This design comes from an exercise in tuning for small area, a short achievable clock period and few clock cycles per item on the open sky130 flow, not from production work.
In this exercise RTL edits were held to simulation tests only and were not proved equivalent to the original.
Power is estimated from default activity; no workload was simulated.

Setup of JK:
## two_phase_lock_table_with_deadlock_check_core
module two_phase_lock_table_with_deadlock_check_core #(
  parameter int TXN_SLOTS    = tpl_pkg::TxnSlotsDef,
  parameter int LOCK_ENTRIES = tpl_pkg::LockEntriesDef,
  parameter int KEY_BITS     = tpl_pkg::KeyBitsDef
) (
  input  logic          clk_i,
  input  logic          rst_ni,
  input  logic          start_i,
  output logic          busy_o,
  input  logic [38:0]   req_i,
  output logic          done_o,
  output logic [9:0]    rsp_o,
  input  logic          psel,
  input  logic          penable,
  input  logic          pwrite,
  input  logic [2:0]    paddr,
  input  logic [31:0]   pwdata,
  output logic [31:0]   prdata,
  output logic          pready
);
  localparam int N  = LOCK_ENTRIES;
  localparam int T  = TXN_SLOTS;
  localparam int SW = $clog2(TXN_SLOTS);
  localparam int KB = KEY_BITS;
  localparam int NS = 8;          
  localparam int SP = N / NS;     
  localparam int AS = 2;          
  localparam int RS = 2;          
  logic [N-1:0][KB-1:0] key_q;
  logic [N-1:0][T-1:0]  smn_q;    
  logic [N-1:0]         ov_q;
  logic [N-1:0][SW-1:0] os_q;
  logic [T-1:0][T-1:0]  row_q;    
  ...
Size in the first run: ~23000 cells after synthesis, ~4000 flip-flops, ~130 I/O pins, about 180000 um^2 of cells after synthesis.
Settings: LEC_CHECK=0, ABC_AREA=1, CAP_MARGIN=30, CORE_MARGIN=2, CORE_UTILIZATION=40, PLACE_DENSITY=0.45, SETUP_SLACK_MARGIN=4.5, SLEW_MARGIN=20; clock period 9.0 ns.
run.sh (not shown) runs the stock make flow with config.mk's settings and CLKGATE_MAP_FILE= SYNTH_SCRIPT=/design/flow/synth_recipe.tcl, a recipe that flattens the netlist after the stock synthesis.
Testbench counts of JK, summed over its fixed seeds: cycles 12,603, items 12,000.
Input changes introduced in MS (baseline for comparison: JK):
--- a/flow/design.v
+++ b/flow/design.v
@@ -113,17 +113,17 @@
     rd_os = '0;
     rd_sm = '0;
     for (int i = 0; i < N; i++) begin
       rd_ov = rd_ov | (hk_eff[i] & ov_q[i]);
       rd_os = rd_os | ((hk_eff[i] & ov_q[i]) ? os_q[i] : SW'(0));
       rd_sm = rd_sm | (hk_eff[i] ? sm[i] : T'(0));
     end
   end
-  assign found = |hit;
+  assign found = rd_ov || (|rd_sm);
   logic [T-1:0] dos, others, edges;
   logic         x_lock, own, shr, oth_nz, grant_sh, upgrade, blocked;
   assign x_lock   = x_sh | x_ex;
   assign own      = rd_ov && (rd_os == x_t);
   assign shr      = |(rd_sm & x_dt);
   assign others   = rd_sm & ~x_dt;
   assign oth_nz   = |others;
   assign dos      = rd_ov ? (T'(1) << rd_os) : T'(0);
Notes after the runs:
MS -> JK: reported clock group power flat
Count of clock-buffer cells in the layout, MS and JK: higher on JK
Against JK, MS comes in 0.017 ns lower on minimum clock period after layout.
Multi-input logic portion of the cell area for MS is higher than for JK.
Summary of the comparison: filler cell count is higher in MS, relative to JK.
The run showing the smaller number of buffers added by the clock tree synthesis step is JK.
Going from JK to MS, the global-route usage over all layers was found to have gone down by 1.2 points.
Design area: MS and JK compared, lower one is MS
Minimum setup slack among reg-to-reg paths in MS vs JK: up 0.02 ns
Count of cells along the worst hold path delta (JK -> MS): insignificant
MS against JK; internal power contribution is down by a few percent.
Final design utilization for MS is lower than for JK.
The worst setup slack after placement of MS was superior to that of JK.
Die outline area in MS is about 0.6% above JK.
Testbench counts of MS, summed over its fixed seeds: cycles 12,603, items 12,000.

--- another note on this design; it stands on its own ---

## rev 12
==> flow/design.v (excerpt) <==
module two_phase_lock_table_with_deadlock_check_core #(
  parameter int TXN_SLOTS    = tpl_pkg::TxnSlotsDef,
  parameter int LOCK_ENTRIES = tpl_pkg::LockEntriesDef,
  parameter int KEY_BITS     = tpl_pkg::KeyBitsDef
) (
  input  logic          clk_i,
  input  logic          rst_ni,
  input  logic          start_i,
  output logic          busy_o,
  input  logic [38:0]   req_i,
  output logic          done_o,
  output logic [9:0]    rsp_o,
  input  logic          psel,
  input  logic          penable,
  input  logic          pwrite,
  input  logic [2:0]    paddr,
  input  logic [31:0]   pwdata,
  output logic [31:0]   prdata,
  output logic          pready
);
Size: about 130 I/O pins, about 180000 µm² of cells after synthesis.
Settings: LEC_CHECK=0, ABC_AREA=1, CAP_MARGIN=30, CORE_MARGIN=2, CORE_UTILIZATION=40, SETUP_SLACK_MARGIN=4, SLEW_MARGIN=20; clock period 9.0 ns.
run.sh (not shown) runs the stock make flow with config.mk's settings and CLKGATE_MAP_FILE= SYNTH_SCRIPT=/design/flow/synth_recipe.tcl, a recipe that flattens the netlist after the stock synthesis.
Testbench counts of rev 12, summed over its fixed seeds: cycles 12,603, items 12,000.
Input-level comparison between rev 13 and rev 12:
Settings: an added CTS_CLUSTER_DIAMETER of 80; an added PLACE_DENSITY of 0.5; an added CTS_CLUSTER_SIZE of 30; a change of SETUP_SLACK_MARGIN from 4 to 4.2.
## What came out
- The remaining runs in rev 12 and rev 13 completed every stage, whereas rev 13 halted early.
- What ended rev 13 was a tool error in global routing; the run never finished.
- Comparing rev 13 with rev 12, the starting utilization of the core area came out essentially unchanged.
- Rev 13 against rev 12; number of buffers inserted during clock tree synthesis is down by more than a quarter.
- The final HPWL from detailed placement reported for rev 13 is greater than that of rev 12 by 8900 µm.
- Of rev 12 and rev 13, the run reporting the higher setup slack after placement was rev 12.
- Taking rev 12 as the reference, in rev 13 sequential element share of the synthesized area about even; global placement routability congestion climbed about 0.8%; cell total after placement did not really move; synthesized cell count flat; placed standard-cell area has remained practically unchanged.

static timing again, ports no longer ideal:
The flow's constraints put no driver on any port. The routed layouts listed below were extracted and timed again, unchanged, in two steps.
Step 1: set_driving_cell puts a clkbuf_16 on clk_i and a buf_2 on each other input, an assumption about the parent block.
Step 2 moves the port delays by t, midway between the first and last clock arrival at a register: inputs arrive t later, outputs are due t later. That takes back most of the time a late clock gives input paths.
Three values: no drivers, after step 1, after step 2; two values: the first two.
run | t, ns | setup slack, ns | worst data-port slew with drivers (ns)
JK | 1.178 | 3.958 / 3.958 / 3.293 | 0.25
MS | 1.222 | 3.975 / 3.975 / 3.232 | 0.28
rev 12 | 1.212 | 3.481 / 3.481 / 2.821 | 0.13
After both steps every run listed still meets setup and hold. The setup slack of MS, which loses most, moves by 0.000 ns with the drivers and by -0.743 ns with both steps.
